Background: an optimization exercise with open tools, aiming at small area, a short achievable clock period and few clock cycles per item. Do not read the settings as production practice.
In this exercise RTL edits were held to simulation tests only and were not proved equivalent to the original.

[design/flow/run.sh]
#!/bin/bash
# synth_recipe.tcl (not shown) runs the flow's synth.tcl, then flattens the netlist and writes it again
# the make line also repeats each setting of config.mk as NAME=value (left out here)
make -C /OpenROAD-flow-scripts/flow DESIGN_CONFIG=/design/flow/config.mk WORK_HOME=/design/flow/orfs CLKGATE_MAP_FILE= SYNTH_SCRIPT=/design/flow/synth_recipe.tcl finish
[design/flow/config.mk]
export PLATFORM = sky130hd
export DESIGN_NAME = joint_limit_braking_limiter
export DESIGN_NICKNAME = joint_limit_braking_limiter
export VERILOG_FILES = /design/flow/design.v
export SDC_FILE = /design/flow/constraint.sdc
export NUM_CORES = 4
export LEC_CHECK = 0
export CAP_MARGIN = 20
export CORE_MARGIN = 2
export CORE_UTILIZATION = 40
export SLEW_MARGIN = 20
[design/flow/constraint.sdc]
create_clock -name core_clock -period 12.0 [get_ports {clk}]
set_input_delay 2.4000 -clock core_clock [delete_from_list [all_inputs] [get_ports {clk}]]
set_output_delay 2.4000 -clock core_clock [all_outputs]
set_load 0.01 [all_outputs]
[design/flow/design.v]
`timescale 1ns / 1ps
package jlbl_pkg;
	localparam int unsigned WORD_W    = 32;
	localparam int unsigned MODE_W    = 2;
	localparam int unsigned CFG_IDX_W = 2;
	localparam int unsigned IN_DATA_W = 3 * WORD_W;
	localparam int unsigned SQRT_STEPS = WORD_W;
	localparam int unsigned SQRT_CNT_W = $clog2(SQRT_STEPS);
	localparam logic [MODE_W-1:0] MODE_VELOCITY = 2'd1;
	localparam logic [WORD_W-1:0] SPEED_COEFF_RST = 32'd65536;
	localparam logic signed [WORD_W-1:0] INT_MAX = 32'sh7fff_ffff;
	localparam logic signed [WORD_W-1:0] INT_MIN = 32'sh8000_0000;
	typedef enum logic [CFG_IDX_W-1:0] {
		REG_LOWER_LIMIT    = 2'd0,
		REG_UPPER_LIMIT    = 2'd1,
		REG_DISTANCE_COEFF = 2'd2,
		REG_SPEED_COEFF    = 2'd3
	} cfg_reg_t;
	typedef enum logic [1:0] {
		MUL_SQUARE = 2'd0,
		MUL_LO     = 2'd1,
		MUL_HI     = 2'd2,
		MUL_BRAKE  = 2'd3
	} mul_sel_t;
	typedef struct packed {
		logic     load_in;
		logic     mul_en;
		mul_sel_t mul_sel;
		logic     dist_en;
		logic     thr_en;
		logic     decide_en;
		logic     sqrt_step;
		logic     round_en;
		logic     out_load;
	} jlbl_cmd_t;
	typedef struct packed {
		logic velocity;
		logic update;
		logic need_sqrt;
		logic sqrt_done;
		logic out_free;
	} jlbl_status_t;
	function automatic logic signed [WORD_W-1:0] sat33(input logic signed [WORD_W:0] s);
		if (s[WORD_W] != s[WORD_W-1]) begin
			sat33 = s[WORD_W] ? INT_MIN : INT_MAX;
		end else begin
			sat33 = s[WORD_W-1:0];
		end
	endfunction
endpackage
`timescale 1ns / 1ps
module jlbl_ctrl (
	input  logic                  clk,
	input  logic                  arst_n,
	input  logic                  s_tvalid,
	output logic                  s_tready,
	input  jlbl_pkg::jlbl_status_t status,
	output jlbl_pkg::jlbl_cmd_t    cmd
);
	typedef enum logic [11:0] {
		ST_IDLE    = 12'b0000_0000_0001,
		ST_CHECK   = 12'b0000_0000_0010,
		ST_SQUARE  = 12'b0000_0000_0100,
		ST_MUL_LO  = 12'b0000_0000_1000,
		ST_MUL_HI  = 12'b0000_0001_0000,
		ST_DIST    = 12'b0000_0010_0000,
		ST_THRESH  = 12'b0000_0100_0000,
		ST_DECIDE  = 12'b0000_1000_0000,
		ST_BRK_MUL = 12'b0001_0000_0000,
		ST_SQRT    = 12'b0010_0000_0000,
		ST_ROUND   = 12'b0100_0000_0000,
		ST_OUT     = 12'b1000_0000_0000
	} state_t;
	state_t state_q;
	state_t state_nxt;
	assign s_tready = (state_q == ST_IDLE);
	always_comb begin
		state_nxt     = state_q;
		cmd           = '0;
		cmd.mul_sel   = jlbl_pkg::MUL_SQUARE;
		case (state_q)
			ST_IDLE: begin
				if (s_tvalid) begin
					cmd.load_in = 1'b1;
					state_nxt   = ST_CHECK;
				end
			end
			ST_CHECK: begin
				if (!status.velocity) begin
					state_nxt = ST_OUT;
				end else if (status.update) begin
					state_nxt = ST_SQUARE;
				end else begin
					state_nxt = ST_DECIDE;
				end
			end
			ST_SQUARE: begin
				cmd.mul_en  = 1'b1;
				cmd.mul_sel = jlbl_pkg::MUL_SQUARE;
				state_nxt   = ST_MUL_LO;
			end
			ST_MUL_LO: begin
				cmd.mul_en  = 1'b1;
				cmd.mul_sel = jlbl_pkg::MUL_LO;
				state_nxt   = ST_MUL_HI;
			end
			ST_MUL_HI: begin
				cmd.mul_en  = 1'b1;
				cmd.mul_sel = jlbl_pkg::MUL_HI;
				state_nxt   = ST_DIST;
			end
			ST_DIST: begin
				cmd.dist_en = 1'b1;
				state_nxt   = ST_THRESH;
			end
			ST_THRESH: begin
				cmd.thr_en = 1'b1;
				state_nxt  = ST_DECIDE;
			end
			ST_DECIDE: begin
				cmd.decide_en = 1'b1;
				state_nxt     = status.need_sqrt ? ST_BRK_MUL : ST_OUT;
			end
			ST_BRK_MUL: begin
				cmd.mul_en  = 1'b1;
				cmd.mul_sel = jlbl_pkg::MUL_BRAKE;
				state_nxt   = ST_SQRT;
			end
			ST_SQRT: begin
				cmd.sqrt_step = 1'b1;
				if (status.sqrt_done) begin
					state_nxt = ST_ROUND;
				end
			end
			ST_ROUND: begin
				cmd.round_en = 1'b1;
				state_nxt    = ST_OUT;
			end
			ST_OUT: begin
				if (status.out_free) begin
					cmd.out_load = 1'b1;
					state_nxt    = ST_IDLE;
				end
			end
			default: begin
				state_nxt = ST_IDLE;
			end
		endcase
	end
	always_ff @(posedge clk or negedge arst_n) begin
		if (!arst_n) begin
			state_q <= ST_IDLE;
		end else begin
			state_q <= state_nxt;
		end
	end
endmodule
`timescale 1ns / 1ps
module jlbl_dp (
	input  logic                                    clk,
	input  logic                                    arst_n,
	input  logic                                    cfg_valid,
	input  logic [jlbl_pkg::CFG_IDX_W-1:0]          cfg_index,
	input  logic [jlbl_pkg::WORD_W-1:0]             cfg_data,
	input  logic [jlbl_pkg::IN_DATA_W-1:0]          s_tdata,
	input  logic [jlbl_pkg::MODE_W-1:0]             s_tuser,
	output logic [jlbl_pkg::WORD_W-1:0]             m_tdata,
	output logic                                    m_tuser,
	output logic                                    m_tvalid,
	input  logic                                    m_tready,
	input  jlbl_pkg::jlbl_cmd_t                     cmd,
	output jlbl_pkg::jlbl_status_t                  status
);
	localparam int unsigned W = jlbl_pkg::WORD_W;
	logic signed [W-1:0] lower_limit_q;
	logic signed [W-1:0] upper_limit_q;
	logic [W-1:0]        distance_coeff_q;
	logic [W-1:0]        speed_coeff_q;
	logic signed [W-1:0]            pos_q;
	logic signed [W-1:0]            cmd_q;
	logic [W-1:0]                   mag_q;
	logic [jlbl_pkg::MODE_W-1:0]    mode_q;
	logic                braking_active_q;
	logic signed [W-1:0] lower_thr_q;
	logic signed [W-1:0] upper_thr_q;
	logic [2*W-1:0] sq_q;
	logic [2*W-1:0] p0_q;
	logic [2*W-1:0] p1_q;
	logic [W-2:0]   dist_q;
	logic [W-1:0]   d_q;
	logic           neg_q;
	logic [2*W-1:0] rad_q;
	logic [W+1:0]   rem_q;
	logic [W-1:0]   root_q;
	logic [jlbl_pkg::SQRT_CNT_W-1:0] cnt_q;
	logic signed [W-1:0] drive_q;
	logic                brk_q;
	logic                m_valid_q;
	logic [W-1:0]   mul_a;
	logic [W-1:0]   mul_b;
	logic [2*W-1:0] prod;
	always_comb begin
		case (cmd.mul_sel)
			jlbl_pkg::MUL_SQUARE: begin
				mul_a = mag_q;
				mul_b = mag_q;
			end
			jlbl_pkg::MUL_LO: begin
				mul_a = sq_q[W-1:0];
				mul_b = distance_coeff_q;
			end
			jlbl_pkg::MUL_HI: begin
				mul_a = sq_q[2*W-1:W];
				mul_b = distance_coeff_q;
			end
			jlbl_pkg::MUL_BRAKE: begin
				mul_a = d_q;
				mul_b = speed_coeff_q;
			end
			default: begin
				mul_a = '0;
				mul_b = '0;
			end
		endcase
	end
	assign prod = (2*W)'(mul_a) * (2*W)'(mul_b);
	logic [3*W-1:0] dist_sum;
	logic [W-2:0]   dist_nxt;
	assign dist_sum = {{W{1'b0}}, p0_q} + {p1_q, {W{1'b0}}};
	assign dist_nxt = (|dist_sum[3*W-1:W+W/2-1]) ? {(W-1){1'b1}} :
		dist_sum[W+W/2-2:W/2];
	logic signed [W:0] lt_sum;
	logic signed [W:0] ut_sum;
	assign lt_sum = {lower_limit_q[W-1], lower_limit_q} + {2'b00, dist_q};
	assign ut_sum = {upper_limit_q[W-1], upper_limit_q} - {2'b00, dist_q};
	logic cmd_pos;
	logic cmd_neg;
	logic below_thr;
	logic above_thr;
	logic brake_cond;
	logic outside;
	logic brake_zero;
	assign cmd_neg    = cmd_q[W-1];
	assign cmd_pos    = !cmd_q[W-1] && (cmd_q != '0);
	assign below_thr  = pos_q < lower_thr_q;
	assign above_thr  = pos_q > upper_thr_q;
	assign brake_cond = (below_thr && !cmd_pos) || (above_thr && !cmd_neg);
	assign outside    = (pos_q <= lower_limit_q) || (pos_q >= upper_limit_q);
	assign brake_zero = outside || (!below_thr && !above_thr);
	logic [W+3:0] sq_r2;
	logic [W+3:0] sq_trial;
	logic [W+3:0] sq_diff;
	assign sq_r2    = {rem_q, rad_q[2*W-1:2*W-2]};
	assign sq_trial = {2'b00, root_q, 2'b01};
	assign sq_diff  = sq_r2 - sq_trial;
	logic [W:0]     round_sum;
	logic [W-8:0]   round_v;
	logic [W-1:0]   round_ext;
	assign round_sum = {1'b0, root_q} + (W+1)'(128);
	assign round_v   = round_sum[W:8];
	assign round_ext = {7'b0, round_v};
	assign status.velocity  = (mode_q == jlbl_pkg::MODE_VELOCITY);
	assign status.update    = !braking_active_q;
	assign status.need_sqrt = brake_cond && !brake_zero;
	assign status.sqrt_done = (cnt_q == jlbl_pkg::SQRT_CNT_W'(jlbl_pkg::SQRT_STEPS - 1));
	assign status.out_free  = !m_valid_q || m_tready;
	always_ff @(posedge clk or negedge arst_n) begin
		if (!arst_n) begin
			lower_limit_q    <= '0;
			upper_limit_q    <= '0;
			distance_coeff_q <= '0;
			speed_coeff_q    <= jlbl_pkg::SPEED_COEFF_RST;
			braking_active_q <= 1'b0;
			lower_thr_q      <= '0;
			upper_thr_q      <= '0;
			m_valid_q        <= 1'b0;
		end else begin
			if (cfg_valid) begin
				case (cfg_index)
					jlbl_pkg::REG_LOWER_LIMIT:    lower_limit_q    <= cfg_data;
					jlbl_pkg::REG_UPPER_LIMIT:    upper_limit_q    <= cfg_data;
					jlbl_pkg::REG_DISTANCE_COEFF: distance_coeff_q <= cfg_data;
					jlbl_pkg::REG_SPEED_COEFF:    speed_coeff_q    <= cfg_data;
					default: begin
					end
				endcase
			end
			if (cmd.thr_en) begin
				lower_thr_q <= jlbl_pkg::sat33(lt_sum);
				upper_thr_q <= jlbl_pkg::sat33(ut_sum);
			end
			if (cmd.decide_en) begin
				braking_active_q <= brake_cond;
			end
			if (cmd.out_load) begin
				m_valid_q <= 1'b1;
			end else if (m_tready) begin
				m_valid_q <= 1'b0;
			end
		end
	end
	always_ff @(posedge clk) begin
		if (cmd.load_in) begin
			pos_q   <= s_tdata[W-1:0];
			cmd_q   <= s_tdata[3*W-1:2*W];
			mode_q  <= s_tuser;
			mag_q   <= s_tdata[2*W-1] ? (W'(0) - s_tdata[2*W-1:W]) : s_tdata[2*W-1:W];
			drive_q <= s_tdata[3*W-1:2*W];
			brk_q   <= 1'b0;
		end
		if (cmd.mul_en) begin
			case (cmd.mul_sel)
				jlbl_pkg::MUL_SQUARE: sq_q <= prod;
				jlbl_pkg::MUL_LO:     p0_q <= prod;
				jlbl_pkg::MUL_HI:     p1_q <= prod;
				jlbl_pkg::MUL_BRAKE: begin
					rad_q  <= prod;
					rem_q  <= '0;
					root_q <= '0;
					cnt_q  <= '0;
				end
				default: begin
				end
			endcase
		end
		if (cmd.dist_en) begin
			dist_q <= dist_nxt;
		end
		if (cmd.decide_en) begin
			if (brake_cond) begin
				brk_q   <= 1'b1;
				drive_q <= '0;
			end
			neg_q <= below_thr;
			d_q   <= below_thr ? W'(pos_q - lower_limit_q) : W'(upper_limit_q - pos_q);
		end
		if (cmd.sqrt_step) begin
			rad_q <= {rad_q[2*W-3:0], 2'b00};
			cnt_q <= cnt_q + 1'b1;
			if (!sq_diff[W+3]) begin
				rem_q  <= sq_diff[W+1:0];
				root_q <= {root_q[W-2:0], 1'b1};
			end else begin
				rem_q  <= sq_r2[W+1:0];
				root_q <= {root_q[W-2:0], 1'b0};
			end
		end
		if (cmd.round_en) begin
			drive_q <= neg_q ? (W'(0) - round_ext) : round_ext;
		end
		if (cmd.out_load) begin
			m_tdata <= drive_q;
			m_tuser <= brk_q;
		end
	end
	assign m_tvalid = m_valid_q;
endmodule
`timescale 1ns / 1ps
module joint_limit_braking_limiter (
	input  logic                               clk,
	input  logic                               arst_n,
	input  logic                               cfg_valid,
	output logic                               cfg_ready,
	input  logic [jlbl_pkg::CFG_IDX_W-1:0]     cfg_index,
	input  logic [jlbl_pkg::WORD_W-1:0]        cfg_data,
	input  logic                               s_tvalid,
	output logic                               s_tready,
	input  logic [jlbl_pkg::IN_DATA_W-1:0]     s_tdata,   
	input  logic [jlbl_pkg::MODE_W-1:0]        s_tuser,   
	output logic                               m_tvalid,
	input  logic                               m_tready,
	output logic [jlbl_pkg::WORD_W-1:0]        m_tdata,   
	output logic                               m_tuser    
);
	jlbl_pkg::jlbl_cmd_t    cmd;
	jlbl_pkg::jlbl_status_t status;
	logic                   cfg_write;
	assign cfg_ready = 1'b1;
	assign cfg_write = cfg_valid & cfg_ready;
	jlbl_ctrl u_ctrl (
		.clk      (clk),
		.arst_n   (arst_n),
		.s_tvalid (s_tvalid),
		.s_tready (s_tready),
		.status   (status),
		.cmd      (cmd)
	);
	jlbl_dp u_dp (
		.clk       (clk),
		.arst_n    (arst_n),
		.cfg_valid (cfg_write),
		.cfg_index (cfg_index),
		.cfg_data  (cfg_data),
		.s_tdata   (s_tdata),
		.s_tuser   (s_tuser),
		.m_tdata   (m_tdata),
		.m_tuser   (m_tuser),
		.m_tvalid  (m_tvalid),
		.m_tready  (m_tready),
		.cmd       (cmd),
		.status    (status)
	);
endmodule
==> summary.txt <==
## flip-flops by register name, summed over array words and instances (netlist names), 34 cells and up
signal	count
u_dp.rem_q	34
u_dp.sq_q	64
u_dp.rad_q	64
u_dp.p1_q	64
u_dp.p0_q	48
## through the flow
step | std cells | cell area (sq um)
final | 10500 | 83300
after global routing | 10500 | 83300
after CTS | 10500 | 83200
after detailed placement | 10400 | 80500
after global placement | 10400 | 80500
after floorplan | 7774 | 74700
## area by class of cell
type,instances,area share
antenna,3,0.0000902
sequential,745,0.252
inverter,1145,0.0516
clock buffer,103,0.0264
multi-input combinational,5542,0.580
timing repair buffer,454,0.0465
clock inverter,41,0.00556
tap,2480,0.0373
## worst paths after layout
check / from / endpoint / slack, ns / depth (start not counted)
max in group asynchronous: arst_n / u_dp.distance_coeff_q[27]$_DFFE_PN0P_ / 7.90 / 3
setup reg to reg: u_ctrl.state_q[4]$_DFFE_PN0P_ / u_dp.rad_q[55]$_DFFE_PP_ / 0.39 / 33
setup / recovery: u_ctrl.state_q[4]$_DFFE_PN0P_ / u_dp.rad_q[55]$_DFFE_PP_ / 0.39 / 33
hold reg to reg: u_dp.drive_q[4]$_DFF_P_ / u_dp.m_tdata[4]$_DFFE_PP_ / 0.43 / 0
min in group asynchronous: arst_n / u_dp.upper_thr_q[28]$_DFFE_PN0N_ / 1.75 / 1
hold / removal: u_dp.drive_q[4]$_DFF_P_ / u_dp.m_tdata[4]$_DFFE_PP_ / 0.43 / 0
## synth_stat cells (74+ instances only)
| library cell | number | area [sq um] |
|---|---|---|
| sky130_fd_sc_hd__inv_1 | 1142 | 4290 |
| sky130_fd_sc_hd__fa_1 | 901 | 18000 |
| sky130_fd_sc_hd__nor2_1 | 876 | 3290 |
| sky130_fd_sc_hd__nand2_1 | 832 | 3120 |
| sky130_fd_sc_hd__ha_1 | 527 | 6590 |
| sky130_fd_sc_hd__edfxtp_1 | 504 | 15100 |
| sky130_fd_sc_hd__a21oi_1 | 356 | 1780 |
| sky130_fd_sc_hd__clkbuf_1 | 302 | 1130 |
| sky130_fd_sc_hd__o21ai_0 | 235 | 1180 |
| sky130_fd_sc_hd__xnor2_1 | 224 | 1960 |
| sky130_fd_sc_hd__dfrtp_1 | 204 | 5100 |
| sky130_fd_sc_hd__a21o_1 | 166 | 1250 |
| sky130_fd_sc_hd__mux2_2 | 99 | 1110 |
| sky130_fd_sc_hd__nor3_1 | 99 | 495 |
| sky130_fd_sc_hd__xor2_1 | 88 | 771 |
| sky130_fd_sc_hd__nand3_1 | 83 | 415 |
| sky130_fd_sc_hd__mux2i_1 | 74 | 741 |
## cells by family after synthesis
| kind of cell | after synthesis | synth area share |
|---|---|---|
| AOI/OAI and AO/OA | 1313 | 0.115 |
| xor gates and xnor gates | 312 | 0.0366 |
| adders and majority gates | 1437 | 0.331 |
| buffers and inverters | 1487 | 0.0754 |
| DFF | 745 | 0.281 |
| muxes | 173 | 0.0248 |
| other | 1 | 0.0000502 |
| and+or+nand+nor | 2306 | 0.136 |
## layer usage
metal	global-route usage	vias to the layer above	wire, um
met4	0.109	6	13100
li1	-	26100	-
met2	0.429	2399	118000
met3	0.0392	518	19100
met5	0	-	41
met1	0.371	30000	108000
## worst register-to-register path, delay by kind of cell, from the launching register on
kind	cells	cell delay, ns
fa+ha+maj	10	5.00
compound gates	7	2.68
simple gates	11	2.24
buf+inv	4	0.73
xor+xnor	1	0.42
flops	1	0.41
## what timing repair did
action,4_1_cts,5_1_grt
resized for setup,0,17
endpoints found under the hold margin,0,0
setup endpoints to repair,0,30
==> summary.md <==
| Metric | Value |
|---|---|
| Post-synth ARST share | 0.277 |
| Pre-Repair DR Iteration Count | 6 |
| Deepest clock path buffer count | 3 |
| Critical path data arrival time | 12.16 ns |
| Number of setup buffers added after CTS | 0 |
| Largest net degree at the start of global routing | 80 |
| Syn Inst Count | 7774 |
| Final hold violation count | 0 |
| Stage delay of the slowest cell on the critical path | 0.63 ns |
| Multi-input logic area | 0.0483 sq mm |
| Aggregate routed wire length | 259000 um |
| Total of hold buffers inserted after clock tree synthesis | 0 |
| Flip-flop and latch area | 0.0210 sq mm |
| Sequential-to-total area share from yosys stat | 0.281 |
| Required time of the critical path | 12.55 ns |
| Worst max-slew margin expressed relative to the limit | 0.284 |
| Maximum Capacitance Violations | 0 |
| Final Critical Period | 11.61 ns |
| Via count of the first global-routing pass | 59000 |
| Detailed-placement wirelength estimate | 209000 um |
| Syn_area_per_cell | 9.61 sq um |
| Buffers and inverters on the worst path | 4 |
| Total negative setup slack | 0 ns |
| Sort of element at the start of the critical path | register |
| Setup Viol. Count Final | 0 |
| Clock root cell | sky130_fd_sc_hd__clkbuf_16 |
| Row count | 158 |
| Number of warning messages in the yosys log | 2 |
| Sort of element at the end of the critical path | register |
| Fraction of final layout cells with drive strength greater than 1 | 0.0809 |
| Final Slew Violations | 0 |
| Status | finished clean |
| Clock network latency to the later pin of the worst-skew pair | 0.69 ns |
| Final Cycle Share | 0.967 |
| Total via count in the routed design | 59000 |
| Input/output buffers | 171 |
| Die width | 436 um |
| Setup slack after layout | 0.394 ns |
| Maximum achievable frequency | 86.2 MHz |
| Routability congestion estimate from global placement | 0.985 |
| # IOs | 173 |
| CTS sink cnt | 745 |
| Net count of the finished layout | 9530 |
| Path category of the worst min-delay check | reg2reg |
| Post-route DRC violation count | 0 |
| Least-Margin Pin Slew | 1.07 ns |
| Growth of design area from synthesis to finish | 11.5% |
| Overall die area | 0.190 sq mm |
| Cell seen most often among critical-path stages | sky130_fd_sc_hd__fa_1 |
| Leading cell types in the layout, fill and taps excluded | 1141 x sky130_fd_sc_hd__inv_1, 901 x sky130_fd_sc_hd__fa_1, 872 x sky130_fd_sc_hd__nor2_1 |
| Max Fanout on Critical Path | 73 |
| Die span in y | 436 um |
| Post-Route Skew | 0.0195 ns |
| Final Util | 0.449 |
| Detail-routed net length per standard cell | 24.6 um |
| Top FF cell, synth | sky130_fd_sc_hd__edfxtp_1 |
| Overall routing resource usage | 0.270 |
| Cell family contributing the most delay on the critical path | adder cells |
| Number of synthesized register bits | 745 |
| Nets in the synthesized netlist | 9339 |
| Number of distinct library cells after synthesis | 97 |
| Initial standard-cell utilization of the core | 0.403 |
| Worst setup slack before clock tree synthesis | 0.278 ns |
| EDFF count, synth | 504 |
| WS Path Type | reg2reg |
| Slowest library cell on the worst path | sky130_fd_sc_hd__o31ai_1 |
| Violation count after the first detailed-routing iteration | 5753 |
| Antenna violations before repair | 11 |
| Number of buffers created by CTS | 77 |
| Number of nets still failing antenna checks after routing | 0 |
| Filler Cells Inserted | 17900 |
| Clock transition time at the flip-flop clock pins of the worst setup and hold paths | 0.06 ns |
| Core outline area | 0.185 sq mm |
| H-tree depth | 3 |
| Global-route wire length before repair | 385000 um |
| DR vias/cell | 5.62 |
| Global route total overflow | 0 |
| Most common cell after layout, fill and taps aside | sky130_fd_sc_hd__inv_1 |
| Final-layout worst hold slack | 0.429 ns |
| CTS tree | built |
| Synthesized area | 0.0747 sq mm |
Testbench counts, summed over its fixed seeds: cycles 24,224, items 2,400.

port drivers added, routing unchanged:
In the flow no input, the clock included, has a driving cell. The finished layout below was timed again as built, in two steps.
Step 1 sets driving cells, clkbuf_16 on the clock port and buf_2 on the other inputs (assumed; they add their load-dependent delay and slew).
Step 2 adds t to the input delays and takes it off the output delays; t is the mean of the earliest and latest rising clock arrival at the registers after step 1. Input paths then give back, and output paths get back, about the clock's delay inside the block.
Three values: ideal ports, drivers, drivers and shift; two values: the first two.
t, ns: 0.746
setup slack, ns: 0.394 / 0.394 / 0.394
worst setup path at the end: register to register
After both steps setup and hold are still met in this run. For this run, drivers alone change the setup slack by 0.000 ns; drivers and shift together by 0.000 ns.
